Context: an optimization exercise on an open-source flow, tuned for small area, a short achievable clock period and few clock cycles per item. The choices shown serve that exercise and are no tape-out recipe.
For this run, only the layout was checked, not whether the RTL still works.
No activity file was given, so power comes from the tool's default toggle rates.

File: design/flow/design.v
`default_nettype none
package execPkg;
	localparam int dataWidth = 32;
	localparam int shiftWidth = 5;  
	localparam int mulDigits = 4;
	localparam int mulBits = 2 * mulDigits;
	typedef logic [dataWidth-1:0] word_t;
	typedef enum logic [2:0] {
		opAdd = 3'd0,
		opSub = 3'd1,
		opAnd = 3'd2,
		opOr = 3'd3,
		opSll = 3'd4,
		opSra = 3'd5,
		opMul = 3'd6  
	} aluOp_t;
endpackage
`default_nettype wire
`default_nettype none
module aluUnit (
	input execPkg::word_t opA,
	input execPkg::word_t opB,
	input logic [2:0] op,
	output execPkg::word_t aluP,  
	output execPkg::word_t aluG,  
	output logic aluCin,  
	output logic aluNeq,
	output logic aluLt
);
	localparam int W = execPkg::dataWidth;
	logic [execPkg::shiftWidth-1:0] shAmt;
	logic shLeft;
	execPkg::word_t shIn;
	execPkg::word_t shOut;
	execPkg::word_t shRev;
	execPkg::word_t axb;
	execPkg::word_t anb;
	assign shAmt = opB[execPkg::shiftWidth-1:0];  
	assign shLeft = !op[0];
	always_comb begin
		for (int i = 0; i < W; i++) begin
			shIn[i] = shLeft ? opA[W-1-i] : opA[i];
		end
	end
	assign shOut = execPkg::word_t'($signed({!shLeft && opA[W-1], shIn}) >>> shAmt);
	always_comb begin
		for (int i = 0; i < W; i++) begin
			shRev[i] = shLeft ? shOut[W-1-i] : shOut[i];
		end
	end
	assign axb = opA ^ opB;
	assign anb = opA & opB;
	always_comb begin
		aluG = '0;
		aluCin = 1'b0;
		case (op)
			execPkg::opAdd: begin
				aluP = axb;
				aluG = anb;
			end
			execPkg::opSub: begin
				aluP = ~axb;  
				aluG = opA & ~opB;
				aluCin = 1'b1;
			end
			execPkg::opAnd: aluP = anb;
			execPkg::opOr: aluP = opA | opB;
			execPkg::opSll: aluP = shRev;
			execPkg::opSra: aluP = shRev;
			default: aluP = '0;  
		endcase
	end
	assign aluNeq = |axb;
	assign aluLt = ($signed(opA) < $signed(opB));
endmodule
module addPG (
	input logic [31:0] p,  
	input logic [31:0] g,  
	input logic cin,
	output logic [31:0] sum
);
	logic g0c;
	assign g0c = g[0] | (p[0] & cin);
	logic G0_1;
	assign G0_1 = g[1] | (p[1] & g0c);
	logic G0_3;
	assign G0_3 = g[3] | (p[3] & g[2]);
	logic P0_3;
	assign P0_3 = p[3] & p[2];
	logic G0_5;
	assign G0_5 = g[5] | (p[5] & g[4]);
	logic P0_5;
	assign P0_5 = p[5] & p[4];
	logic G0_7;
	assign G0_7 = g[7] | (p[7] & g[6]);
	logic P0_7;
	assign P0_7 = p[7] & p[6];
	logic G0_9;
	assign G0_9 = g[9] | (p[9] & g[8]);
	logic P0_9;
	assign P0_9 = p[9] & p[8];
	logic G0_11;
	assign G0_11 = g[11] | (p[11] & g[10]);
	logic P0_11;
	assign P0_11 = p[11] & p[10];
	logic G0_13;
	assign G0_13 = g[13] | (p[13] & g[12]);
	logic P0_13;
	assign P0_13 = p[13] & p[12];
	logic G0_15;
	assign G0_15 = g[15] | (p[15] & g[14]);
	logic P0_15;
	assign P0_15 = p[15] & p[14];
	logic G0_17;
	assign G0_17 = g[17] | (p[17] & g[16]);
	logic P0_17;
	assign P0_17 = p[17] & p[16];
	logic G0_19;
	assign G0_19 = g[19] | (p[19] & g[18]);
	logic P0_19;
	assign P0_19 = p[19] & p[18];
	logic G0_21;
	assign G0_21 = g[21] | (p[21] & g[20]);
	logic P0_21;
	assign P0_21 = p[21] & p[20];
	logic G0_23;
	assign G0_23 = g[23] | (p[23] & g[22]);
	logic P0_23;
	assign P0_23 = p[23] & p[22];
	logic G0_25;
	assign G0_25 = g[25] | (p[25] & g[24]);
	logic P0_25;
	assign P0_25 = p[25] & p[24];
	logic G0_27;
	assign G0_27 = g[27] | (p[27] & g[26]);
	logic P0_27;
	assign P0_27 = p[27] & p[26];
	logic G0_29;
	assign G0_29 = g[29] | (p[29] & g[28]);
	logic P0_29;
	assign P0_29 = p[29] & p[28];
	logic G0_31;
	assign G0_31 = g[31] | (p[31] & g[30]);
	logic P0_31;
	assign P0_31 = p[31] & p[30];
	logic G1_2;
	assign G1_2 = g[2] | (p[2] & G0_1);
	logic G1_3;
	assign G1_3 = G0_3 | (P0_3 & G0_1);
	logic G1_6;
	assign G1_6 = g[6] | (p[6] & G0_5);
	logic P1_6;
	assign P1_6 = p[6] & P0_5;
	logic G1_7;
	assign G1_7 = G0_7 | (P0_7 & G0_5);
	logic P1_7;
	assign P1_7 = P0_7 & P0_5;
	logic G1_10;
	assign G1_10 = g[10] | (p[10] & G0_9);
	logic P1_10;
	assign P1_10 = p[10] & P0_9;
	logic G1_11;
	assign G1_11 = G0_11 | (P0_11 & G0_9);
	logic P1_11;
	assign P1_11 = P0_11 & P0_9;
	logic G1_14;
	assign G1_14 = g[14] | (p[14] & G0_13);
	logic P1_14;
	assign P1_14 = p[14] & P0_13;
	logic G1_15;
	assign G1_15 = G0_15 | (P0_15 & G0_13);
	logic P1_15;
	assign P1_15 = P0_15 & P0_13;
	logic G1_18;
	assign G1_18 = g[18] | (p[18] & G0_17);
	logic P1_18;
	assign P1_18 = p[18] & P0_17;
	logic G1_19;
	assign G1_19 = G0_19 | (P0_19 & G0_17);
	logic P1_19;
	assign P1_19 = P0_19 & P0_17;
	logic G1_22;
	assign G1_22 = g[22] | (p[22] & G0_21);
	logic P1_22;
	assign P1_22 = p[22] & P0_21;
	logic G1_23;
	assign G1_23 = G0_23 | (P0_23 & G0_21);
	logic P1_23;
	assign P1_23 = P0_23 & P0_21;
	logic G1_26;
	assign G1_26 = g[26] | (p[26] & G0_25);
	logic P1_26;
	assign P1_26 = p[26] & P0_25;
	logic G1_27;
	assign G1_27 = G0_27 | (P0_27 & G0_25);
	logic P1_27;
	assign P1_27 = P0_27 & P0_25;
	logic G1_30;
	assign G1_30 = g[30] | (p[30] & G0_29);
	logic P1_30;
	assign P1_30 = p[30] & P0_29;
	logic G1_31;
	assign G1_31 = G0_31 | (P0_31 & G0_29);
	logic P1_31;
	assign P1_31 = P0_31 & P0_29;
	logic G2_4;
	assign G2_4 = g[4] | (p[4] & G1_3);
	logic G2_5;
	assign G2_5 = G0_5 | (P0_5 & G1_3);
	logic G2_6;
	assign G2_6 = G1_6 | (P1_6 & G1_3);
	logic G2_7;
	assign G2_7 = G1_7 | (P1_7 & G1_3);
	logic G2_12;
	assign G2_12 = g[12] | (p[12] & G1_11);
	logic P2_12;
	assign P2_12 = p[12] & P1_11;
	logic G2_13;
	assign G2_13 = G0_13 | (P0_13 & G1_11);
	logic P2_13;
	assign P2_13 = P0_13 & P1_11;
	logic G2_14;
	assign G2_14 = G1_14 | (P1_14 & G1_11);
	logic P2_14;
	assign P2_14 = P1_14 & P1_11;
	logic G2_15;
	assign G2_15 = G1_15 | (P1_15 & G1_11);
	logic P2_15;
	assign P2_15 = P1_15 & P1_11;
	logic G2_20;
	assign G2_20 = g[20] | (p[20] & G1_19);
	logic P2_20;
	assign P2_20 = p[20] & P1_19;
	logic G2_21;
	assign G2_21 = G0_21 | (P0_21 & G1_19);
	logic P2_21;
	assign P2_21 = P0_21 & P1_19;
	logic G2_22;
	assign G2_22 = G1_22 | (P1_22 & G1_19);
	logic P2_22;
	assign P2_22 = P1_22 & P1_19;
	logic G2_23;
	assign G2_23 = G1_23 | (P1_23 & G1_19);
	logic P2_23;
	assign P2_23 = P1_23 & P1_19;
	logic G2_28;
	assign G2_28 = g[28] | (p[28] & G1_27);
	logic P2_28;
	assign P2_28 = p[28] & P1_27;
	logic G2_29;
	assign G2_29 = G0_29 | (P0_29 & G1_27);
	logic P2_29;
	assign P2_29 = P0_29 & P1_27;
	logic G2_30;
	assign G2_30 = G1_30 | (P1_30 & G1_27);
	logic P2_30;
	assign P2_30 = P1_30 & P1_27;
	logic G2_31;
	assign G2_31 = G1_31 | (P1_31 & G1_27);
	logic P2_31;
	assign P2_31 = P1_31 & P1_27;
	logic G3_8;
	assign G3_8 = g[8] | (p[8] & G2_7);
	logic G3_9;
	assign G3_9 = G0_9 | (P0_9 & G2_7);
	logic G3_10;
	assign G3_10 = G1_10 | (P1_10 & G2_7);
	logic G3_11;
	assign G3_11 = G1_11 | (P1_11 & G2_7);
	logic G3_12;
	assign G3_12 = G2_12 | (P2_12 & G2_7);
	logic G3_13;
	assign G3_13 = G2_13 | (P2_13 & G2_7);
	logic G3_14;
	assign G3_14 = G2_14 | (P2_14 & G2_7);
	logic G3_15;
	assign G3_15 = G2_15 | (P2_15 & G2_7);
	logic G3_24;
	assign G3_24 = g[24] | (p[24] & G2_23);
	logic P3_24;
	assign P3_24 = p[24] & P2_23;
	logic G3_25;
	assign G3_25 = G0_25 | (P0_25 & G2_23);
	logic P3_25;
	assign P3_25 = P0_25 & P2_23;
	logic G3_26;
	assign G3_26 = G1_26 | (P1_26 & G2_23);
	logic P3_26;
	assign P3_26 = P1_26 & P2_23;
	logic G3_27;
	assign G3_27 = G1_27 | (P1_27 & G2_23);
	logic P3_27;
	assign P3_27 = P1_27 & P2_23;
	logic G3_28;
	assign G3_28 = G2_28 | (P2_28 & G2_23);
	logic P3_28;
	assign P3_28 = P2_28 & P2_23;
	logic G3_29;
	assign G3_29 = G2_29 | (P2_29 & G2_23);
	logic P3_29;
	assign P3_29 = P2_29 & P2_23;
	logic G3_30;
	assign G3_30 = G2_30 | (P2_30 & G2_23);
	logic P3_30;
	assign P3_30 = P2_30 & P2_23;
	logic G3_31;
	assign G3_31 = G2_31 | (P2_31 & G2_23);
	logic P3_31;
	assign P3_31 = P2_31 & P2_23;
	logic G4_16;
	assign G4_16 = g[16] | (p[16] & G3_15);
	logic G4_17;
	assign G4_17 = G0_17 | (P0_17 & G3_15);
	logic G4_18;
	assign G4_18 = G1_18 | (P1_18 & G3_15);
	logic G4_19;
	assign G4_19 = G1_19 | (P1_19 & G3_15);
	logic G4_20;
	assign G4_20 = G2_20 | (P2_20 & G3_15);
	logic G4_21;
	assign G4_21 = G2_21 | (P2_21 & G3_15);
	logic G4_22;
	assign G4_22 = G2_22 | (P2_22 & G3_15);
	logic G4_23;
	assign G4_23 = G2_23 | (P2_23 & G3_15);
	logic G4_24;
	assign G4_24 = G3_24 | (P3_24 & G3_15);
	logic G4_25;
	assign G4_25 = G3_25 | (P3_25 & G3_15);
	logic G4_26;
	assign G4_26 = G3_26 | (P3_26 & G3_15);
	logic G4_27;
	assign G4_27 = G3_27 | (P3_27 & G3_15);
	logic G4_28;
	assign G4_28 = G3_28 | (P3_28 & G3_15);
	logic G4_29;
	assign G4_29 = G3_29 | (P3_29 & G3_15);
	logic G4_30;
	assign G4_30 = G3_30 | (P3_30 & G3_15);
	logic G4_31;
	assign G4_31 = G3_31 | (P3_31 & G3_15);
	logic [31:0] c;
	assign c = {G4_30, G4_29, G4_28, G4_27, G4_26, G4_25, G4_24, G4_23, G4_22, G4_21, G4_20, G4_19, G4_18, G4_17, G4_16, G3_15, G3_14, G3_13, G3_12, G3_11, G3_10, G3_9, G3_8, G2_7, G2_6, G2_5, G2_4, G1_3, G1_2, G0_1, g0c, cin};
	assign sum = p ^ c;
endmodule
`default_nettype wire
`default_nettype none
module mulUnit (
	input execPkg::word_t mcand,  
	input execPkg::word_t mplier,  
	input logic [execPkg::mulDigits-1:0] digOne,  
	input logic [execPkg::mulDigits-1:0] digTwo,
	input logic [execPkg::mulDigits-1:0] digNeg,
	input execPkg::word_t accSum,  
	input execPkg::word_t accCarry,
	output execPkg::word_t nextSum,
	output execPkg::word_t nextCarry,
	output logic last  
);
	localparam int W = execPkg::dataWidth;
	localparam int NB = execPkg::mulBits;
	boothStep tree (
		.mc(mcand),
		.one(digOne),
		.two(digTwo),
		.neg(digNeg),
		.s(accSum),
		.c(accCarry),
		.os(nextSum),
		.oc(nextCarry)
	);
	assign last = (mplier[W-1:NB] == {(W-NB){mplier[NB-1]}});
endmodule
module boothStep (
	input logic [31:0] mc,  
	input logic [3:0] one,  
	input logic [3:0] two,  
	input logic [3:0] neg,  
	input logic [31:0] s,
	input logic [31:0] c,
	output logic [31:0] os,
	output logic [31:0] oc
);
	logic one0, two0, neg0;
	logic [31:0] pp0;
	logic one1, two1, neg1;
	logic [31:2] pp1;
	logic one2, two2, neg2;
	logic [31:4] pp2;
	logic one3, two3, neg3;
	logic [31:6] pp3;
	logic fs1;
	logic fc2;
	logic fs3;
	logic fc4;
	logic fs5;
	logic fc6;
	logic fs7;
	logic fc8;
	logic fs9;
	logic fc10;
	logic fs11;
	logic fc12;
	logic fs13;
	logic fc14;
	logic fs15;
	logic fc16;
	logic fs17;
	logic fc18;
	logic fs19;
	logic fc20;
	logic fs21;
	logic fc22;
	logic fs23;
	logic fc24;
	logic fs25;
	logic fc26;
	logic fs27;
	logic fc28;
	logic fs29;
	logic fc30;
	logic fs31;
	logic fc32;
	logic fs33;
	logic fc34;
	logic fs35;
	logic fc36;
	logic fs37;
	logic fc38;
	logic fs39;
	logic fc40;
	logic fs41;
	logic fc42;
	logic fs43;
	logic fc44;
	logic fs45;
	logic fc46;
	logic fs47;
	logic fc48;
	logic fs49;
	logic fc50;
	logic fs51;
	logic fc52;
	logic fs53;
	logic fc54;
	logic fs55;
	logic fc56;
	logic fs57;
	logic fc58;
	logic fs59;
	logic fc60;
	logic fs61;
	logic fc62;
	logic fs63;
	logic fc64;
	logic fs65;
	logic fc66;
	logic fs67;
	logic fc68;
	logic fs69;
	logic fc70;
	logic fs71;
	logic fc72;
	logic fs73;
	logic fc74;
	logic fs75;
	logic fc76;
	logic fs77;
	logic fc78;
	logic fs79;
	logic fc80;
	logic fs81;
	logic fc82;
	logic fs83;
	logic fc84;
	logic fs85;
	logic fc86;
	logic fs87;
	logic fc88;
	logic fs89;
	logic fc90;
	logic fs91;
	logic fc92;
	logic fs93;
	logic fc94;
	logic fs95;
	logic fc96;
	logic fs97;
	logic fc98;
	logic fs99;
	logic fc100;
	logic fs101;
	logic fc102;
	logic fs103;
	logic fc104;
	logic fs105;
	logic fc106;
	logic fs107;
	logic fc108;
	logic fs109;
	logic fc110;
	logic fs111;
	logic fc112;
	logic fs113;
	logic fc114;
	logic fs115;
	logic fc116;
	logic fs117;
	logic fc118;
	logic fs119;
	logic fc120;
	logic fs121;
	logic fc122;
	logic fs123;
	logic fc124;
	logic fs125;
	logic fc126;
	logic fs127;
	logic fc128;
	logic fs129;
	logic fc130;
	logic fs131;
	logic fc132;
	logic fs133;
	logic fc134;
	logic fs135;
	logic fc136;
	logic fs137;
	logic fc138;
	logic fs139;
	logic fc140;
	logic fs141;
	logic fc142;
	logic fs143;
	logic fc144;
	logic fs145;
	logic fc146;
	logic fs147;
	logic fc148;
	logic fs149;
	logic fc150;
	logic fs151;
	logic fc152;
	logic fs153;
	logic fc154;
	logic fs155;
	logic fc156;
	logic fs157;
	logic fc158;
	logic fs159;
	logic fc160;
	logic fs161;
	logic fc162;
	logic fs163;
	logic fc164;
	logic fs165;
	logic fc166;
	logic fs167;
	logic fc168;
	logic fs169;
	logic fc170;
	logic fs171;
	logic fc172;
	logic fs173;
	logic fc174;
	logic fs175;
	logic fc176;
	logic fs177;
	logic fc178;
	logic fs179;
	logic fc180;
	logic fs181;
	logic fc182;
	logic fs183;
	logic fc184;
	logic fs185;
	logic fc186;
	logic fs187;
	logic fc188;
	logic fs189;
	logic fc190;
	logic fs191;
	logic fc192;
	logic fs193;
	logic fc194;
	logic fs195;
	logic fc196;
	logic fs197;
	logic fc198;
	logic fs199;
	logic fc200;
	logic fs201;
	logic fc202;
	logic fs203;
	logic fc204;
	logic fs205;
	logic fc206;
	logic fs207;
	logic fc208;
	logic fs209;
	logic fc210;
	logic fs211;
	logic fc212;
	logic fs213;
	logic fc214;
	logic fs215;
	logic fc216;
	logic fs217;
	logic fc218;
	logic fs219;
	logic fc220;
	logic fs221;
	logic fc222;
	logic fs223;
	logic fc224;
	logic fs225;
	logic fs226;
	logic fs227;
	logic fs228;
	assign one0 = one[0];
	assign two0 = two[0];
	assign neg0 = neg[0];
	assign pp0[0] = (one0 & mc[0]) ^ neg0;
	assign pp0[1] = ((one0 & mc[1]) | (two0 & mc[0])) ^ neg0;
	assign pp0[2] = ((one0 & mc[2]) | (two0 & mc[1])) ^ neg0;
	assign pp0[3] = ((one0 & mc[3]) | (two0 & mc[2])) ^ neg0;
	assign pp0[4] = ((one0 & mc[4]) | (two0 & mc[3])) ^ neg0;
	assign pp0[5] = ((one0 & mc[5]) | (two0 & mc[4])) ^ neg0;
	assign pp0[6] = ((one0 & mc[6]) | (two0 & mc[5])) ^ neg0;
	assign pp0[7] = ((one0 & mc[7]) | (two0 & mc[6])) ^ neg0;
	assign pp0[8] = ((one0 & mc[8]) | (two0 & mc[7])) ^ neg0;
	assign pp0[9] = ((one0 & mc[9]) | (two0 & mc[8])) ^ neg0;
	assign pp0[10] = ((one0 & mc[10]) | (two0 & mc[9])) ^ neg0;
	assign pp0[11] = ((one0 & mc[11]) | (two0 & mc[10])) ^ neg0;
	assign pp0[12] = ((one0 & mc[12]) | (two0 & mc[11])) ^ neg0;
	assign pp0[13] = ((one0 & mc[13]) | (two0 & mc[12])) ^ neg0;
	assign pp0[14] = ((one0 & mc[14]) | (two0 & mc[13])) ^ neg0;
	assign pp0[15] = ((one0 & mc[15]) | (two0 & mc[14])) ^ neg0;
	assign pp0[16] = ((one0 & mc[16]) | (two0 & mc[15])) ^ neg0;
	assign pp0[17] = ((one0 & mc[17]) | (two0 & mc[16])) ^ neg0;
	assign pp0[18] = ((one0 & mc[18]) | (two0 & mc[17])) ^ neg0;
	assign pp0[19] = ((one0 & mc[19]) | (two0 & mc[18])) ^ neg0;
	assign pp0[20] = ((one0 & mc[20]) | (two0 & mc[19])) ^ neg0;
	assign pp0[21] = ((one0 & mc[21]) | (two0 & mc[20])) ^ neg0;
	assign pp0[22] = ((one0 & mc[22]) | (two0 & mc[21])) ^ neg0;
	assign pp0[23] = ((one0 & mc[23]) | (two0 & mc[22])) ^ neg0;
	assign pp0[24] = ((one0 & mc[24]) | (two0 & mc[23])) ^ neg0;
	assign pp0[25] = ((one0 & mc[25]) | (two0 & mc[24])) ^ neg0;
	assign pp0[26] = ((one0 & mc[26]) | (two0 & mc[25])) ^ neg0;
	assign pp0[27] = ((one0 & mc[27]) | (two0 & mc[26])) ^ neg0;
	assign pp0[28] = ((one0 & mc[28]) | (two0 & mc[27])) ^ neg0;
	assign pp0[29] = ((one0 & mc[29]) | (two0 & mc[28])) ^ neg0;
	assign pp0[30] = ((one0 & mc[30]) | (two0 & mc[29])) ^ neg0;
	assign pp0[31] = ((one0 & mc[31]) | (two0 & mc[30])) ^ neg0;
	assign one1 = one[1];
	assign two1 = two[1];
	assign neg1 = neg[1];
	assign pp1[2] = (one1 & mc[0]) ^ neg1;
	assign pp1[3] = ((one1 & mc[1]) | (two1 & mc[0])) ^ neg1;
	assign pp1[4] = ((one1 & mc[2]) | (two1 & mc[1])) ^ neg1;
	assign pp1[5] = ((one1 & mc[3]) | (two1 & mc[2])) ^ neg1;
	assign pp1[6] = ((one1 & mc[4]) | (two1 & mc[3])) ^ neg1;
	assign pp1[7] = ((one1 & mc[5]) | (two1 & mc[4])) ^ neg1;
	assign pp1[8] = ((one1 & mc[6]) | (two1 & mc[5])) ^ neg1;
	assign pp1[9] = ((one1 & mc[7]) | (two1 & mc[6])) ^ neg1;
	assign pp1[10] = ((one1 & mc[8]) | (two1 & mc[7])) ^ neg1;
	assign pp1[11] = ((one1 & mc[9]) | (two1 & mc[8])) ^ neg1;
	assign pp1[12] = ((one1 & mc[10]) | (two1 & mc[9])) ^ neg1;
	assign pp1[13] = ((one1 & mc[11]) | (two1 & mc[10])) ^ neg1;
	assign pp1[14] = ((one1 & mc[12]) | (two1 & mc[11])) ^ neg1;
	assign pp1[15] = ((one1 & mc[13]) | (two1 & mc[12])) ^ neg1;
	assign pp1[16] = ((one1 & mc[14]) | (two1 & mc[13])) ^ neg1;
	assign pp1[17] = ((one1 & mc[15]) | (two1 & mc[14])) ^ neg1;
	assign pp1[18] = ((one1 & mc[16]) | (two1 & mc[15])) ^ neg1;
	assign pp1[19] = ((one1 & mc[17]) | (two1 & mc[16])) ^ neg1;
	assign pp1[20] = ((one1 & mc[18]) | (two1 & mc[17])) ^ neg1;
	assign pp1[21] = ((one1 & mc[19]) | (two1 & mc[18])) ^ neg1;
	assign pp1[22] = ((one1 & mc[20]) | (two1 & mc[19])) ^ neg1;
	assign pp1[23] = ((one1 & mc[21]) | (two1 & mc[20])) ^ neg1;
	assign pp1[24] = ((one1 & mc[22]) | (two1 & mc[21])) ^ neg1;
	assign pp1[25] = ((one1 & mc[23]) | (two1 & mc[22])) ^ neg1;
	assign pp1[26] = ((one1 & mc[24]) | (two1 & mc[23])) ^ neg1;
	assign pp1[27] = ((one1 & mc[25]) | (two1 & mc[24])) ^ neg1;
	assign pp1[28] = ((one1 & mc[26]) | (two1 & mc[25])) ^ neg1;
	assign pp1[29] = ((one1 & mc[27]) | (two1 & mc[26])) ^ neg1;
	assign pp1[30] = ((one1 & mc[28]) | (two1 & mc[27])) ^ neg1;
	assign pp1[31] = ((one1 & mc[29]) | (two1 & mc[28])) ^ neg1;
	assign one2 = one[2];
	assign two2 = two[2];
	assign neg2 = neg[2];
	assign pp2[4] = (one2 & mc[0]) ^ neg2;
	assign pp2[5] = ((one2 & mc[1]) | (two2 & mc[0])) ^ neg2;
	assign pp2[6] = ((one2 & mc[2]) | (two2 & mc[1])) ^ neg2;
	assign pp2[7] = ((one2 & mc[3]) | (two2 & mc[2])) ^ neg2;
	assign pp2[8] = ((one2 & mc[4]) | (two2 & mc[3])) ^ neg2;
	assign pp2[9] = ((one2 & mc[5]) | (two2 & mc[4])) ^ neg2;
	assign pp2[10] = ((one2 & mc[6]) | (two2 & mc[5])) ^ neg2;
	assign pp2[11] = ((one2 & mc[7]) | (two2 & mc[6])) ^ neg2;
	assign pp2[12] = ((one2 & mc[8]) | (two2 & mc[7])) ^ neg2;
	assign pp2[13] = ((one2 & mc[9]) | (two2 & mc[8])) ^ neg2;
	assign pp2[14] = ((one2 & mc[10]) | (two2 & mc[9])) ^ neg2;
	assign pp2[15] = ((one2 & mc[11]) | (two2 & mc[10])) ^ neg2;
	assign pp2[16] = ((one2 & mc[12]) | (two2 & mc[11])) ^ neg2;
	assign pp2[17] = ((one2 & mc[13]) | (two2 & mc[12])) ^ neg2;
	assign pp2[18] = ((one2 & mc[14]) | (two2 & mc[13])) ^ neg2;
	assign pp2[19] = ((one2 & mc[15]) | (two2 & mc[14])) ^ neg2;
	assign pp2[20] = ((one2 & mc[16]) | (two2 & mc[15])) ^ neg2;
	assign pp2[21] = ((one2 & mc[17]) | (two2 & mc[16])) ^ neg2;
	assign pp2[22] = ((one2 & mc[18]) | (two2 & mc[17])) ^ neg2;
	assign pp2[23] = ((one2 & mc[19]) | (two2 & mc[18])) ^ neg2;
	assign pp2[24] = ((one2 & mc[20]) | (two2 & mc[19])) ^ neg2;
	assign pp2[25] = ((one2 & mc[21]) | (two2 & mc[20])) ^ neg2;
	assign pp2[26] = ((one2 & mc[22]) | (two2 & mc[21])) ^ neg2;
	assign pp2[27] = ((one2 & mc[23]) | (two2 & mc[22])) ^ neg2;
	assign pp2[28] = ((one2 & mc[24]) | (two2 & mc[23])) ^ neg2;
	assign pp2[29] = ((one2 & mc[25]) | (two2 & mc[24])) ^ neg2;
	assign pp2[30] = ((one2 & mc[26]) | (two2 & mc[25])) ^ neg2;
	assign pp2[31] = ((one2 & mc[27]) | (two2 & mc[26])) ^ neg2;
	assign one3 = one[3];
	assign two3 = two[3];
	assign neg3 = neg[3];
	assign pp3[6] = (one3 & mc[0]) ^ neg3;
	assign pp3[7] = ((one3 & mc[1]) | (two3 & mc[0])) ^ neg3;
	assign pp3[8] = ((one3 & mc[2]) | (two3 & mc[1])) ^ neg3;
	assign pp3[9] = ((one3 & mc[3]) | (two3 & mc[2])) ^ neg3;
	assign pp3[10] = ((one3 & mc[4]) | (two3 & mc[3])) ^ neg3;
	assign pp3[11] = ((one3 & mc[5]) | (two3 & mc[4])) ^ neg3;
	assign pp3[12] = ((one3 & mc[6]) | (two3 & mc[5])) ^ neg3;
	assign pp3[13] = ((one3 & mc[7]) | (two3 & mc[6])) ^ neg3;
	assign pp3[14] = ((one3 & mc[8]) | (two3 & mc[7])) ^ neg3;
	assign pp3[15] = ((one3 & mc[9]) | (two3 & mc[8])) ^ neg3;
	assign pp3[16] = ((one3 & mc[10]) | (two3 & mc[9])) ^ neg3;
	assign pp3[17] = ((one3 & mc[11]) | (two3 & mc[10])) ^ neg3;
	assign pp3[18] = ((one3 & mc[12]) | (two3 & mc[11])) ^ neg3;
	assign pp3[19] = ((one3 & mc[13]) | (two3 & mc[12])) ^ neg3;
	assign pp3[20] = ((one3 & mc[14]) | (two3 & mc[13])) ^ neg3;
	assign pp3[21] = ((one3 & mc[15]) | (two3 & mc[14])) ^ neg3;
	assign pp3[22] = ((one3 & mc[16]) | (two3 & mc[15])) ^ neg3;
	assign pp3[23] = ((one3 & mc[17]) | (two3 & mc[16])) ^ neg3;
	assign pp3[24] = ((one3 & mc[18]) | (two3 & mc[17])) ^ neg3;
	assign pp3[25] = ((one3 & mc[19]) | (two3 & mc[18])) ^ neg3;
	assign pp3[26] = ((one3 & mc[20]) | (two3 & mc[19])) ^ neg3;
	assign pp3[27] = ((one3 & mc[21]) | (two3 & mc[20])) ^ neg3;
	assign pp3[28] = ((one3 & mc[22]) | (two3 & mc[21])) ^ neg3;
	assign pp3[29] = ((one3 & mc[23]) | (two3 & mc[22])) ^ neg3;
	assign pp3[30] = ((one3 & mc[24]) | (two3 & mc[23])) ^ neg3;
	assign pp3[31] = ((one3 & mc[25]) | (two3 & mc[24])) ^ neg3;
	assign fs1 = neg0 ^ s[0] ^ c[0];
	assign fc2 = (neg0 & s[0]) | (neg0 & c[0]) | (s[0] & c[0]);
	assign fs3 = s[1] ^ c[1] ^ fc2;
	assign fc4 = (s[1] & c[1]) | (s[1] & fc2) | (c[1] & fc2);
	assign fs5 = neg1 ^ s[2] ^ c[2];
	assign fc6 = (neg1 & s[2]) | (neg1 & c[2]) | (s[2] & c[2]);
	assign fs7 = pp0[2] ^ pp1[2] ^ fs5;
	assign fc8 = (pp0[2] & pp1[2]) | (pp0[2] & fs5) | (pp1[2] & fs5);
	assign fs9 = s[3] ^ c[3] ^ fc6;
	assign fc10 = (s[3] & c[3]) | (s[3] & fc6) | (c[3] & fc6);
	assign fs11 = pp0[3] ^ pp1[3] ^ fc8;
	assign fc12 = (pp0[3] & pp1[3]) | (pp0[3] & fc8) | (pp1[3] & fc8);
	assign fs13 = neg2 ^ s[4] ^ c[4];
	assign fc14 = (neg2 & s[4]) | (neg2 & c[4]) | (s[4] & c[4]);
	assign fs15 = pp0[4] ^ pp1[4] ^ pp2[4];
	assign fc16 = (pp0[4] & pp1[4]) | (pp0[4] & pp2[4]) | (pp1[4] & pp2[4]);
	assign fs17 = fs13 ^ fc10 ^ fs15;
	assign fc18 = (fs13 & fc10) | (fs13 & fs15) | (fc10 & fs15);
	assign fs19 = s[5] ^ c[5] ^ fc14;
	assign fc20 = (s[5] & c[5]) | (s[5] & fc14) | (c[5] & fc14);
	assign fs21 = pp0[5] ^ pp1[5] ^ pp2[5];
	assign fc22 = (pp0[5] & pp1[5]) | (pp0[5] & pp2[5]) | (pp1[5] & pp2[5]);
	assign fs23 = fc16 ^ fs19 ^ fs21;
	assign fc24 = (fc16 & fs19) | (fc16 & fs21) | (fs19 & fs21);
	assign fs25 = neg3 ^ s[6] ^ c[6];
	assign fc26 = (neg3 & s[6]) | (neg3 & c[6]) | (s[6] & c[6]);
	assign fs27 = pp0[6] ^ pp1[6] ^ pp2[6];
	assign fc28 = (pp0[6] & pp1[6]) | (pp0[6] & pp2[6]) | (pp1[6] & pp2[6]);
	assign fs29 = pp3[6] ^ fs25 ^ fc20;
	assign fc30 = (pp3[6] & fs25) | (pp3[6] & fc20) | (fs25 & fc20);
	assign fs31 = fc22 ^ fs27 ^ fs29;
	assign fc32 = (fc22 & fs27) | (fc22 & fs29) | (fs27 & fs29);
	assign fs33 = s[7] ^ c[7] ^ fc26;
	assign fc34 = (s[7] & c[7]) | (s[7] & fc26) | (c[7] & fc26);
	assign fs35 = pp0[7] ^ pp1[7] ^ pp2[7];
	assign fc36 = (pp0[7] & pp1[7]) | (pp0[7] & pp2[7]) | (pp1[7] & pp2[7]);
	assign fs37 = pp3[7] ^ fc28 ^ fs33;
	assign fc38 = (pp3[7] & fc28) | (pp3[7] & fs33) | (fc28 & fs33);
	assign fs39 = fs35 ^ fc30 ^ fs37;
	assign fc40 = (fs35 & fc30) | (fs35 & fs37) | (fc30 & fs37);
	assign fs41 = s[8] ^ c[8] ^ pp0[8];
	assign fc42 = (s[8] & c[8]) | (s[8] & pp0[8]) | (c[8] & pp0[8]);
	assign fs43 = pp1[8] ^ pp2[8] ^ pp3[8];
	assign fc44 = (pp1[8] & pp2[8]) | (pp1[8] & pp3[8]) | (pp2[8] & pp3[8]);
	assign fs45 = fc34 ^ fc36 ^ fs41;
	assign fc46 = (fc34 & fc36) | (fc34 & fs41) | (fc36 & fs41);
	assign fs47 = fs43 ^ fc38 ^ fs45;
	assign fc48 = (fs43 & fc38) | (fs43 & fs45) | (fc38 & fs45);
	assign fs49 = s[9] ^ c[9] ^ pp0[9];
	assign fc50 = (s[9] & c[9]) | (s[9] & pp0[9]) | (c[9] & pp0[9]);
	assign fs51 = pp1[9] ^ pp2[9] ^ pp3[9];
	assign fc52 = (pp1[9] & pp2[9]) | (pp1[9] & pp3[9]) | (pp2[9] & pp3[9]);
	assign fs53 = fc42 ^ fc44 ^ fs49;
	assign fc54 = (fc42 & fc44) | (fc42 & fs49) | (fc44 & fs49);
	assign fs55 = fs51 ^ fc46 ^ fs53;
	assign fc56 = (fs51 & fc46) | (fs51 & fs53) | (fc46 & fs53);
	assign fs57 = s[10] ^ c[10] ^ pp0[10];
	assign fc58 = (s[10] & c[10]) | (s[10] & pp0[10]) | (c[10] & pp0[10]);
	assign fs59 = pp1[10] ^ pp2[10] ^ pp3[10];
	assign fc60 = (pp1[10] & pp2[10]) | (pp1[10] & pp3[10]) | (pp2[10] & pp3[10]);
	assign fs61 = fc50 ^ fc52 ^ fs57;
	assign fc62 = (fc50 & fc52) | (fc50 & fs57) | (fc52 & fs57);
	assign fs63 = fs59 ^ fc54 ^ fs61;
	assign fc64 = (fs59 & fc54) | (fs59 & fs61) | (fc54 & fs61);
	assign fs65 = s[11] ^ c[11] ^ pp0[11];
	assign fc66 = (s[11] & c[11]) | (s[11] & pp0[11]) | (c[11] & pp0[11]);
	assign fs67 = pp1[11] ^ pp2[11] ^ pp3[11];
	assign fc68 = (pp1[11] & pp2[11]) | (pp1[11] & pp3[11]) | (pp2[11] & pp3[11]);
	assign fs69 = fc58 ^ fc60 ^ fs65;
	assign fc70 = (fc58 & fc60) | (fc58 & fs65) | (fc60 & fs65);
	assign fs71 = fs67 ^ fc62 ^ fs69;
	assign fc72 = (fs67 & fc62) | (fs67 & fs69) | (fc62 & fs69);
	assign fs73 = s[12] ^ c[12] ^ pp0[12];
	assign fc74 = (s[12] & c[12]) | (s[12] & pp0[12]) | (c[12] & pp0[12]);
	assign fs75 = pp1[12] ^ pp2[12] ^ pp3[12];
	assign fc76 = (pp1[12] & pp2[12]) | (pp1[12] & pp3[12]) | (pp2[12] & pp3[12]);
	assign fs77 = fc66 ^ fc68 ^ fs73;
	assign fc78 = (fc66 & fc68) | (fc66 & fs73) | (fc68 & fs73);
	assign fs79 = fs75 ^ fc70 ^ fs77;
	assign fc80 = (fs75 & fc70) | (fs75 & fs77) | (fc70 & fs77);
	assign fs81 = s[13] ^ c[13] ^ pp0[13];
	assign fc82 = (s[13] & c[13]) | (s[13] & pp0[13]) | (c[13] & pp0[13]);
	assign fs83 = pp1[13] ^ pp2[13] ^ pp3[13];
	assign fc84 = (pp1[13] & pp2[13]) | (pp1[13] & pp3[13]) | (pp2[13] & pp3[13]);
	assign fs85 = fc74 ^ fc76 ^ fs81;
	assign fc86 = (fc74 & fc76) | (fc74 & fs81) | (fc76 & fs81);
	assign fs87 = fs83 ^ fc78 ^ fs85;
	assign fc88 = (fs83 & fc78) | (fs83 & fs85) | (fc78 & fs85);
	assign fs89 = s[14] ^ c[14] ^ pp0[14];
	assign fc90 = (s[14] & c[14]) | (s[14] & pp0[14]) | (c[14] & pp0[14]);
	assign fs91 = pp1[14] ^ pp2[14] ^ pp3[14];
	assign fc92 = (pp1[14] & pp2[14]) | (pp1[14] & pp3[14]) | (pp2[14] & pp3[14]);
	assign fs93 = fc82 ^ fc84 ^ fs89;
	assign fc94 = (fc82 & fc84) | (fc82 & fs89) | (fc84 & fs89);
	assign fs95 = fs91 ^ fc86 ^ fs93;
	assign fc96 = (fs91 & fc86) | (fs91 & fs93) | (fc86 & fs93);
	assign fs97 = s[15] ^ c[15] ^ pp0[15];
	assign fc98 = (s[15] & c[15]) | (s[15] & pp0[15]) | (c[15] & pp0[15]);
	assign fs99 = pp1[15] ^ pp2[15] ^ pp3[15];
	assign fc100 = (pp1[15] & pp2[15]) | (pp1[15] & pp3[15]) | (pp2[15] & pp3[15]);
	assign fs101 = fc90 ^ fc92 ^ fs97;
	assign fc102 = (fc90 & fc92) | (fc90 & fs97) | (fc92 & fs97);
	assign fs103 = fs99 ^ fc94 ^ fs101;
	assign fc104 = (fs99 & fc94) | (fs99 & fs101) | (fc94 & fs101);
	assign fs105 = s[16] ^ c[16] ^ pp0[16];
	assign fc106 = (s[16] & c[16]) | (s[16] & pp0[16]) | (c[16] & pp0[16]);
	assign fs107 = pp1[16] ^ pp2[16] ^ pp3[16];
	assign fc108 = (pp1[16] & pp2[16]) | (pp1[16] & pp3[16]) | (pp2[16] & pp3[16]);
	assign fs109 = fc98 ^ fc100 ^ fs105;
	assign fc110 = (fc98 & fc100) | (fc98 & fs105) | (fc100 & fs105);
	assign fs111 = fs107 ^ fc102 ^ fs109;
	assign fc112 = (fs107 & fc102) | (fs107 & fs109) | (fc102 & fs109);
	assign fs113 = s[17] ^ c[17] ^ pp0[17];
	assign fc114 = (s[17] & c[17]) | (s[17] & pp0[17]) | (c[17] & pp0[17]);
	assign fs115 = pp1[17] ^ pp2[17] ^ pp3[17];
	assign fc116 = (pp1[17] & pp2[17]) | (pp1[17] & pp3[17]) | (pp2[17] & pp3[17]);
	assign fs117 = fc106 ^ fc108 ^ fs113;
	assign fc118 = (fc106 & fc108) | (fc106 & fs113) | (fc108 & fs113);
	assign fs119 = fs115 ^ fc110 ^ fs117;
	assign fc120 = (fs115 & fc110) | (fs115 & fs117) | (fc110 & fs117);
	assign fs121 = s[18] ^ c[18] ^ pp0[18];
	assign fc122 = (s[18] & c[18]) | (s[18] & pp0[18]) | (c[18] & pp0[18]);
	assign fs123 = pp1[18] ^ pp2[18] ^ pp3[18];
	assign fc124 = (pp1[18] & pp2[18]) | (pp1[18] & pp3[18]) | (pp2[18] & pp3[18]);
	assign fs125 = fc114 ^ fc116 ^ fs121;
	assign fc126 = (fc114 & fc116) | (fc114 & fs121) | (fc116 & fs121);
	assign fs127 = fs123 ^ fc118 ^ fs125;
	assign fc128 = (fs123 & fc118) | (fs123 & fs125) | (fc118 & fs125);
	assign fs129 = s[19] ^ c[19] ^ pp0[19];
	assign fc130 = (s[19] & c[19]) | (s[19] & pp0[19]) | (c[19] & pp0[19]);
	assign fs131 = pp1[19] ^ pp2[19] ^ pp3[19];
	assign fc132 = (pp1[19] & pp2[19]) | (pp1[19] & pp3[19]) | (pp2[19] & pp3[19]);
	assign fs133 = fc122 ^ fc124 ^ fs129;
	assign fc134 = (fc122 & fc124) | (fc122 & fs129) | (fc124 & fs129);
	assign fs135 = fs131 ^ fc126 ^ fs133;
	assign fc136 = (fs131 & fc126) | (fs131 & fs133) | (fc126 & fs133);
	assign fs137 = s[20] ^ c[20] ^ pp0[20];
	assign fc138 = (s[20] & c[20]) | (s[20] & pp0[20]) | (c[20] & pp0[20]);
	assign fs139 = pp1[20] ^ pp2[20] ^ pp3[20];
	assign fc140 = (pp1[20] & pp2[20]) | (pp1[20] & pp3[20]) | (pp2[20] & pp3[20]);
	assign fs141 = fc130 ^ fc132 ^ fs137;
	assign fc142 = (fc130 & fc132) | (fc130 & fs137) | (fc132 & fs137);
	assign fs143 = fs139 ^ fc134 ^ fs141;
	assign fc144 = (fs139 & fc134) | (fs139 & fs141) | (fc134 & fs141);
	assign fs145 = s[21] ^ c[21] ^ pp0[21];
	assign fc146 = (s[21] & c[21]) | (s[21] & pp0[21]) | (c[21] & pp0[21]);
	assign fs147 = pp1[21] ^ pp2[21] ^ pp3[21];
	assign fc148 = (pp1[21] & pp2[21]) | (pp1[21] & pp3[21]) | (pp2[21] & pp3[21]);
	assign fs149 = fc138 ^ fc140 ^ fs145;
	assign fc150 = (fc138 & fc140) | (fc138 & fs145) | (fc140 & fs145);
	assign fs151 = fs147 ^ fc142 ^ fs149;
	assign fc152 = (fs147 & fc142) | (fs147 & fs149) | (fc142 & fs149);
	assign fs153 = s[22] ^ c[22] ^ pp0[22];
	assign fc154 = (s[22] & c[22]) | (s[22] & pp0[22]) | (c[22] & pp0[22]);
	assign fs155 = pp1[22] ^ pp2[22] ^ pp3[22];
	assign fc156 = (pp1[22] & pp2[22]) | (pp1[22] & pp3[22]) | (pp2[22] & pp3[22]);
	assign fs157 = fc146 ^ fc148 ^ fs153;
	assign fc158 = (fc146 & fc148) | (fc146 & fs153) | (fc148 & fs153);
	assign fs159 = fs155 ^ fc150 ^ fs157;
	assign fc160 = (fs155 & fc150) | (fs155 & fs157) | (fc150 & fs157);
	assign fs161 = s[23] ^ c[23] ^ pp0[23];
	assign fc162 = (s[23] & c[23]) | (s[23] & pp0[23]) | (c[23] & pp0[23]);
	assign fs163 = pp1[23] ^ pp2[23] ^ pp3[23];
	assign fc164 = (pp1[23] & pp2[23]) | (pp1[23] & pp3[23]) | (pp2[23] & pp3[23]);
	assign fs165 = fc154 ^ fc156 ^ fs161;
	assign fc166 = (fc154 & fc156) | (fc154 & fs161) | (fc156 & fs161);
	assign fs167 = fs163 ^ fc158 ^ fs165;
	assign fc168 = (fs163 & fc158) | (fs163 & fs165) | (fc158 & fs165);
	assign fs169 = s[24] ^ c[24] ^ pp0[24];
	assign fc170 = (s[24] & c[24]) | (s[24] & pp0[24]) | (c[24] & pp0[24]);
	assign fs171 = pp1[24] ^ pp2[24] ^ pp3[24];
	assign fc172 = (pp1[24] & pp2[24]) | (pp1[24] & pp3[24]) | (pp2[24] & pp3[24]);
	assign fs173 = fc162 ^ fc164 ^ fs169;
	assign fc174 = (fc162 & fc164) | (fc162 & fs169) | (fc164 & fs169);
	assign fs175 = fs171 ^ fc166 ^ fs173;
	assign fc176 = (fs171 & fc166) | (fs171 & fs173) | (fc166 & fs173);
	assign fs177 = s[25] ^ c[25] ^ pp0[25];
	assign fc178 = (s[25] & c[25]) | (s[25] & pp0[25]) | (c[25] & pp0[25]);
	assign fs179 = pp1[25] ^ pp2[25] ^ pp3[25];
	assign fc180 = (pp1[25] & pp2[25]) | (pp1[25] & pp3[25]) | (pp2[25] & pp3[25]);
	assign fs181 = fc170 ^ fc172 ^ fs177;
	assign fc182 = (fc170 & fc172) | (fc170 & fs177) | (fc172 & fs177);
	assign fs183 = fs179 ^ fc174 ^ fs181;
	assign fc184 = (fs179 & fc174) | (fs179 & fs181) | (fc174 & fs181);
	assign fs185 = s[26] ^ c[26] ^ pp0[26];
	assign fc186 = (s[26] & c[26]) | (s[26] & pp0[26]) | (c[26] & pp0[26]);
	assign fs187 = pp1[26] ^ pp2[26] ^ pp3[26];
	assign fc188 = (pp1[26] & pp2[26]) | (pp1[26] & pp3[26]) | (pp2[26] & pp3[26]);
	assign fs189 = fc178 ^ fc180 ^ fs185;
	assign fc190 = (fc178 & fc180) | (fc178 & fs185) | (fc180 & fs185);
	assign fs191 = fs187 ^ fc182 ^ fs189;
	assign fc192 = (fs187 & fc182) | (fs187 & fs189) | (fc182 & fs189);
	assign fs193 = s[27] ^ c[27] ^ pp0[27];
	assign fc194 = (s[27] & c[27]) | (s[27] & pp0[27]) | (c[27] & pp0[27]);
	assign fs195 = pp1[27] ^ pp2[27] ^ pp3[27];
	assign fc196 = (pp1[27] & pp2[27]) | (pp1[27] & pp3[27]) | (pp2[27] & pp3[27]);
	assign fs197 = fc186 ^ fc188 ^ fs193;
	assign fc198 = (fc186 & fc188) | (fc186 & fs193) | (fc188 & fs193);
	assign fs199 = fs195 ^ fc190 ^ fs197;
	assign fc200 = (fs195 & fc190) | (fs195 & fs197) | (fc190 & fs197);
	assign fs201 = s[28] ^ c[28] ^ pp0[28];
	assign fc202 = (s[28] & c[28]) | (s[28] & pp0[28]) | (c[28] & pp0[28]);
	assign fs203 = pp1[28] ^ pp2[28] ^ pp3[28];
	assign fc204 = (pp1[28] & pp2[28]) | (pp1[28] & pp3[28]) | (pp2[28] & pp3[28]);
	assign fs205 = fc194 ^ fc196 ^ fs201;
	assign fc206 = (fc194 & fc196) | (fc194 & fs201) | (fc196 & fs201);
	assign fs207 = fs203 ^ fc198 ^ fs205;
	assign fc208 = (fs203 & fc198) | (fs203 & fs205) | (fc198 & fs205);
	assign fs209 = s[29] ^ c[29] ^ pp0[29];
	assign fc210 = (s[29] & c[29]) | (s[29] & pp0[29]) | (c[29] & pp0[29]);
	assign fs211 = pp1[29] ^ pp2[29] ^ pp3[29];
	assign fc212 = (pp1[29] & pp2[29]) | (pp1[29] & pp3[29]) | (pp2[29] & pp3[29]);
	assign fs213 = fc202 ^ fc204 ^ fs209;
	assign fc214 = (fc202 & fc204) | (fc202 & fs209) | (fc204 & fs209);
	assign fs215 = fs211 ^ fc206 ^ fs213;
	assign fc216 = (fs211 & fc206) | (fs211 & fs213) | (fc206 & fs213);
	assign fs217 = s[30] ^ c[30] ^ pp0[30];
	assign fc218 = (s[30] & c[30]) | (s[30] & pp0[30]) | (c[30] & pp0[30]);
	assign fs219 = pp1[30] ^ pp2[30] ^ pp3[30];
	assign fc220 = (pp1[30] & pp2[30]) | (pp1[30] & pp3[30]) | (pp2[30] & pp3[30]);
	assign fs221 = fc210 ^ fc212 ^ fs217;
	assign fc222 = (fc210 & fc212) | (fc210 & fs217) | (fc212 & fs217);
	assign fs223 = fs219 ^ fc214 ^ fs221;
	assign fc224 = (fs219 & fc214) | (fs219 & fs221) | (fc214 & fs221);
	assign fs225 = s[31] ^ c[31] ^ pp0[31];
	assign fs226 = pp1[31] ^ pp2[31] ^ pp3[31];
	assign fs227 = fc218 ^ fc220 ^ fs225;
	assign fs228 = fs226 ^ fc222 ^ fs227;
	assign os = {fc224, fc216, fc208, fc200, fc192, fc184, fc176, fc168, fc160, fc152, fc144, fc136, fc128, fc120, fc112, fc104, fc96, fc88, fc80, fc72, fc64, fc56, fc48, fc40, fc32, fc24, fc18, fc12, fs9, fc4, pp0[1], pp0[0]};
	assign oc = {fs228, fs223, fs215, fs207, fs199, fs191, fs183, fs175, fs167, fs159, fs151, fs143, fs135, fs127, fs119, fs111, fs103, fs95, fs87, fs79, fs71, fs63, fs55, fs47, fs39, fs31, fs23, fs17, fs11, fs7, fs3, fs1};
endmodule
`default_nettype wire
`default_nettype none
module execControl (
	input logic clk,
	input logic rst,
	input logic start,
	input logic [2:0] op,
	input execPkg::word_t opA,
	input execPkg::word_t opB,
	output execPkg::word_t latA,
	output execPkg::word_t latB,
	output logic [2:0] latOp,
	output logic [execPkg::mulDigits-1:0] digOne,  
	output logic [execPkg::mulDigits-1:0] digTwo,
	output logic [execPkg::mulDigits-1:0] digNeg,
	input execPkg::word_t aluP,
	input execPkg::word_t aluG,
	input logic aluCin,
	input logic aluNeq,
	input logic aluLt,
	input execPkg::word_t nextSum,
	input execPkg::word_t nextCarry,
	input logic last,
	output execPkg::word_t accSum,
	output execPkg::word_t accCarry,
	output logic firstStep,
	output execPkg::word_t result,
	output logic neq,
	output logic lt,
	output logic done,
	output logic busy
);
	localparam int NB = execPkg::mulBits;
	localparam int D = execPkg::mulDigits;
	logic accept;
	logic valid;  
	logic more;  
	logic stepping;  
	logic shift;  
	logic accCin;
	execPkg::word_t accP;
	execPkg::word_t accG;
	logic [NB:0] digBits;  
	logic [D-1:0] nextOne;
	logic [D-1:0] nextTwo;
	logic [D-1:0] nextNeg;
	assign firstStep = valid && (latOp == execPkg::opMul);
	assign stepping = firstStep || more;
	assign shift = stepping && !last;
	assign busy = shift;
	assign accept = start && !busy && (op != 3'd7);  
	always_ff @(posedge clk) begin
		if (rst) begin
			valid <= 1'b0;
			more <= 1'b0;
			done <= 1'b0;
		end else begin
			valid <= accept;
			more <= shift;
			done <= (valid && !firstStep) || (stepping && last);
		end
	end
	always_ff @(posedge clk) begin
		if (shift) begin
			latA <= latA << NB;
			latB <= execPkg::word_t'($signed(latB) >>> NB);
		end else begin
			latA <= opA;
			latB <= opB;
			latOp <= op;
		end
	end
	assign digBits = shift ? latB[2*NB-1:NB-1] : {opB[NB-1:0], 1'b0};
	always_comb begin
		for (int j = 0; j < D; j++) begin
			nextOne[j] = digBits[2*j+1] ^ digBits[2*j];
			nextTwo[j] = (digBits[2*j+2] && !digBits[2*j+1] && !digBits[2*j])
				|| (!digBits[2*j+2] && digBits[2*j+1] && digBits[2*j]);
			nextNeg[j] = digBits[2*j+2];
		end
	end
	always_ff @(posedge clk) begin
		digOne <= nextOne;
		digTwo <= nextTwo;
		digNeg <= nextNeg;
	end
	always_ff @(posedge clk) begin
		if (stepping) begin
			accP <= nextSum ^ nextCarry;
			accG <= nextSum & nextCarry;
			accCin <= 1'b0;
		end else begin
			accP <= aluP;
			accG <= aluG;
			accCin <= aluCin;
		end
		if (valid) begin
			neq <= aluNeq;
			lt <= aluLt;
		end
	end
	assign accSum = accP;
	assign accCarry = {accG[execPkg::dataWidth-2:0], 1'b0};
	addPG adder (
		.p(accP),
		.g(accG),
		.cin(accCin),
		.sum(result)
	);
endmodule
`default_nettype wire
`default_nettype none
module execTop (
	input logic clk,
	input logic rst,
	input logic start,
	input logic [2:0] op,  
	input logic [31:0] opA,
	input logic [31:0] opB,
	output logic [31:0] result,
	output logic neq,
	output logic lt,
	output logic done,
	output logic busy
);
	execPkg::word_t latA;
	execPkg::word_t latB;
	logic [2:0] latOp;
	logic [execPkg::mulDigits-1:0] digOne;
	logic [execPkg::mulDigits-1:0] digTwo;
	logic [execPkg::mulDigits-1:0] digNeg;
	execPkg::word_t aluP;
	execPkg::word_t aluG;
	logic aluCin;
	logic aluNeq;
	logic aluLt;
	execPkg::word_t nextSum;
	execPkg::word_t nextCarry;
	execPkg::word_t accSum;
	execPkg::word_t accCarry;
	logic firstStep;
	logic last;
	execControl control (
		.clk(clk),
		.rst(rst),
		.start(start),
		.op(op),
		.opA(opA),
		.opB(opB),
		.latA(latA),
		.latB(latB),
		.latOp(latOp),
		.digOne(digOne),
		.digTwo(digTwo),
		.digNeg(digNeg),
		.aluP(aluP),
		.aluG(aluG),
		.aluCin(aluCin),
		.aluNeq(aluNeq),
		.aluLt(aluLt),
		.nextSum(nextSum),
		.nextCarry(nextCarry),
		.last(last),
		.accSum(accSum),
		.accCarry(accCarry),
		.firstStep(firstStep),
		.result(result),
		.neq(neq),
		.lt(lt),
		.done(done),
		.busy(busy)
	);
	aluUnit alu (
		.opA(latA),
		.opB(latB),
		.op(latOp),
		.aluP(aluP),
		.aluG(aluG),
		.aluCin(aluCin),
		.aluNeq(aluNeq),
		.aluLt(aluLt)
	);
	mulUnit mul (
		.mcand(latA),
		.mplier(latB),
		.digOne(digOne),
		.digTwo(digTwo),
		.digNeg(digNeg),
		.accSum(firstStep ? '0 : accSum),
		.accCarry(firstStep ? '0 : accCarry),
		.nextSum(nextSum),
		.nextCarry(nextCarry),
		.last(last)
	);
endmodule
`default_nettype wire
File: design/flow/run.sh
#!/bin/bash
# synth_recipe.tcl (not shown) runs the flow's synth.tcl, then flattens the netlist and writes it again
# the make line also repeats each setting of config.mk as NAME=value (left out here)
make -C /OpenROAD-flow-scripts/flow DESIGN_CONFIG=/design/flow/config.mk WORK_HOME=/design/flow/orfs CLKGATE_MAP_FILE= SYNTH_SCRIPT=/design/flow/synth_recipe.tcl finish
File: design/flow/config.mk
export PLATFORM = sky130hd
export DESIGN_NAME = execTop
export DESIGN_NICKNAME = execTop
export VERILOG_FILES = /design/flow/design.v
export SDC_FILE = /design/flow/constraint.sdc
export NUM_CORES = 4
export LEC_CHECK = 0
export ABC_AREA = 1
export CAP_MARGIN = 20
export CORE_MARGIN = 2
export CORE_UTILIZATION = 40
export SLEW_MARGIN = 20
File: design/flow/constraint.sdc
create_clock -name core_clock -period 6.0 [get_ports {clk}]
set_input_delay 1.2000 -clock core_clock [delete_from_list [all_inputs] [get_ports {clk}]]
set_output_delay 1.2000 -clock core_clock [all_outputs]
set_load 0.01 [all_outputs]
==> run notes <==
layout by cell type (no fill, tap or decap), types with 3 or more instances in the layout:
cell             count
a211oi_1            14
clkinv_8             6
nand2_2             12
o21ai_0             59
fa_1               111
a21oi_1             72
dfxtp_1            138
xnor2_1              9
o311ai_0             5
nand4_1              7
o221ai_1             3
clkinv_1            29
inv_2                9
a221oi_1            18
inv_1              244
nand3_1            338
buf_4               23
nor2_1              77
nor3_1              14
ha_1               135
inv_6                4
edfxtp_1             6
xor2_1             123
o22ai_1            154
nor4_1               8
or2_2                3
a31oi_1              6
clkbuf_16           17
clkdlybuf4s50_1    105
nand2_1            633
o21bai_1             3
flip-flops by register name, indices dropped and copies added, names as in the netlist, 3 cells and up:
register	count
control.digNeg	3
control.digOne	4
control.latB	29
control.accG	31
control.latA	32
control.latOp	3
control.accP	32
control.digTwo	4
final cells by class:
| type | instances | area share [%] |
|---|---|---|
| Clock buffer | 17 | 2.31 |
| Clock inverter | 15 | 1.03 |
| Inverter | 283 | 5.79 |
| Multi-Input combinational cell | 1818 | 64.3 |
| Sequential cell | 144 | 16.0 |
| Tap cell | 532 | 3.62 |
| Timing Repair Buffer | 130 | 6.95 |
cell usage after synthesis, types with 2 or more instances:
cell type  number  area [um^2]
o21ai_0        59          295
a31oi_1         6         37.5
buf_6           7         78.8
ha_1          135         1690
a211oi_1       14          105
buf_4           7         52.6
o22ai_1       154          963
or2_2           3         18.8
buf_1          16         60.1
inv_2           7         26.3
nand4_1         7         43.8
inv_1         245          920
fa_1          111         2220
edfxtp_1        6          180
a21oi_1        72          360
nand2_1       634         2380
nand2_2        11         68.8
o221ai_1        3         26.3
nor4_1          8         50.1
o311ai_0        5         43.8
xnor2_1         9         78.8
a21o_1          2         15.0
clkinv_1       30          113
buf_2          43          215
xor2_1        123         1080
nor3_1         14         70.1
o21bai_1        3         22.5
o21ai_1         2         10.0
a221oi_1       18          158
nor2_1         77          289
dfxtp_1       138         2760
clkbuf_1       54          203
nand3_1       338         1690
power by group through the flow:
stage,registers (mW),logic (mW),clock network [mW]
2_1_floorplan,1.22,2.56,0
3_3_place_gp,1.30,3.62,0
3_5_place_dp,1.30,3.69,0
4_1_cts,1.28,3.73,1.15
5_1_grt,1.30,4.27,1.19
6_report,1.28,3.73,1.15
final timing paths:
check,from,slack (ps),to,cells after the start
max,control.accP[0]$_DFF_P_,1260,result[17],17
min,control.valid$_SDFF_PP0_,540,control.lt$_DFFE_PP_,0
max reg2reg,control.digOne[2]$_DFF_P_,1860,control.accG[17]$_DFF_P_,10
min reg2reg,control.valid$_SDFF_PP0_,540,control.lt$_DFFE_PP_,0
metrics by stage:
stage          setup slack (ps)  total power, mW
5_1_grt                     944             6.76
3_5_place_dp               1680             4.99
3_3_place_gp               1690             4.92
2_1_floorplan              2480             3.78
6_report                   1260             6.16
4_1_cts                    1170             6.16
metal layers:
layer / GRT usage, % / wire length [um]
met3: 6.73 / 6160
met2: 44.4 / 26800
met1: 44.4 / 29300
met4: 14.1 / 2940
met5: 0 / 0
cell families after synthesis:
kind of cell,synth area share (%)
flops,17.9
simple gates,28.4
compound gates,12.6
fa+ha+maj,23.8
buf+inv,10.3
xor+xnor,7.02
critical path, stage by stage, from the launching register on:
cell and delay (ps):
dfxtp_1 320, ha_1 180, or2_2 270, ha_1 180
inv_1 50, nand2_1 70, a21oi_1 170, o21bai_2 90
nand2_1 60, nand2_1 90, nand3_1 100, nand2_2 120
nand2_1 110, nand2_2 210, ha_1 270, nor2_1 110
xnor2_1 120, clkdlybuf4s50_1 550
==> run notes <==
Status: complete, no violations
Root Buffer: clkbuf_16
Post-Layout Cell Count: 2939
CTS tree: built
Setup TNS: 0 ps
Synth Register Bits: 144
DP HPWL: 50100 um
Endpoint class of the critical path: output port
Finished Core Util: 45.1%
Area delta synth->final: 11.7%
Max clock buf depth: 2
P_int: 3.22 mW
Tcrit/Tclk final: 79.1%
Worst path required time: 4800 ps
Sequential fraction of the synthesis area: 17.9%
Nets: 2710
Fin. max-slew vios: 0
Die ar.: 42800 um^2
Row cnt: 74
Placed Cells: 2906
Arrival time at the worst endpoint: 3540 ps
Antenna violations before repair: 0
CTS H-tree lvls: 4
Final instance area: 18400 um^2
Post-synth ARST share: 0%
Avg WL per Cell: 22.2 um
Core Region: 40700 um^2
Clock latency on the worst-skew pair: 470 ps
Sequential share of power: 20.8%
Total track usage: 31.0%
Clock power share: 18.7%
Mean Syn Cell Area: 6.93 um^2
Vias in the first global route: 16200
Critical path peak fanout: 15
Filler cell count in the final layout: 4227
Hold slack: 537 ps
Post-CTS Resized: 0
Routed WL: 65200 um
Cell Area, Placed: 17700 um^2
Io pins: 106
Register cell area after layout: 2940 um^2
P_sw: 2.94 mW
Clock Pin Slew Worst Setup and Hold Paths: 80 ps
Die H: 207 um
Clock Skews: 18.9 ps
Setup repair after global routing missed its margin: no
Ratio of cells with drive above 1 in the final layout: 3.70%
Sw Share: 47.8%
Die X: 207 um
Max cap viols: 0
Synthesized net count: 2690
IO Port Bufs: 105
Gp weighted congestion: 1.01
Leakage: 9.03 nW
Final hold vios: 0
Total CTS buffers: 17
Ys flop type: dfxtp_1
Min-Delay Path Class: reg2reg
Largest net degree at the start of global routing: 107
Post-Syn Area: 16500 um^2
Overflow after GRT: 0
Vias: 16800
Post-CTS setup buffer count: 0
PD cells: 335 nW/um^2
Syn Inst Count: 2374
Fmax: 211 MHz
Number of remaining DRC errors: 0
CP startpoint kind: register
Antenna diodes: 0
Multi-input gate area: 11800 um^2
First-pass GRT wire length: 99000 um
Vias/cell: 5.71
Slew @ Worst Pin: 1140 ps
Ys Warns: 2
Initial Util: 40.4%
Unique cell type count in the Yosys netlist: 46
CTS Sinks: 144
Gate power share: 60.5%
Initial DRC Count: 2119
Critical path class: reg2out
Slew headroom: 23.1%
EDFF count, synth: 6
1st-pass router iterations: 6
DRT antenna net count: 0
Peak supply drop: 221 uV
# setup viols final: 0
Minimum clock period: 4740 ps
Post-CTS Hold Buffers: 0

-- afterwards: timing with drivers on the ports --
Ports are ideal in the flow. The routed layout listed here was re-timed in OpenROAD.
Step 1: set_driving_cell puts a clkbuf_16 on clk and a buf_2 on each other input, an assumption about the parent block.
Step 2 moves the port delays by t, midway between the first and last clock arrival at a register: inputs arrive t later, outputs are due t later. That takes back most of the time a late clock gives input paths.
Three values: ideal ports, drivers, drivers and shift; two values: the first two.
t (ns): 0.514
setup slack, ns: 1.255 / 1.199 / 1.713
hold WS [ns]: 0.537 / 0.537 / 0.537
worst data-port slew with drivers (ns): 0.05
After both steps setup and hold are still met in this run. The setup slack of this run moves by -0.056 ns with the drivers and by +0.458 ns with both steps.
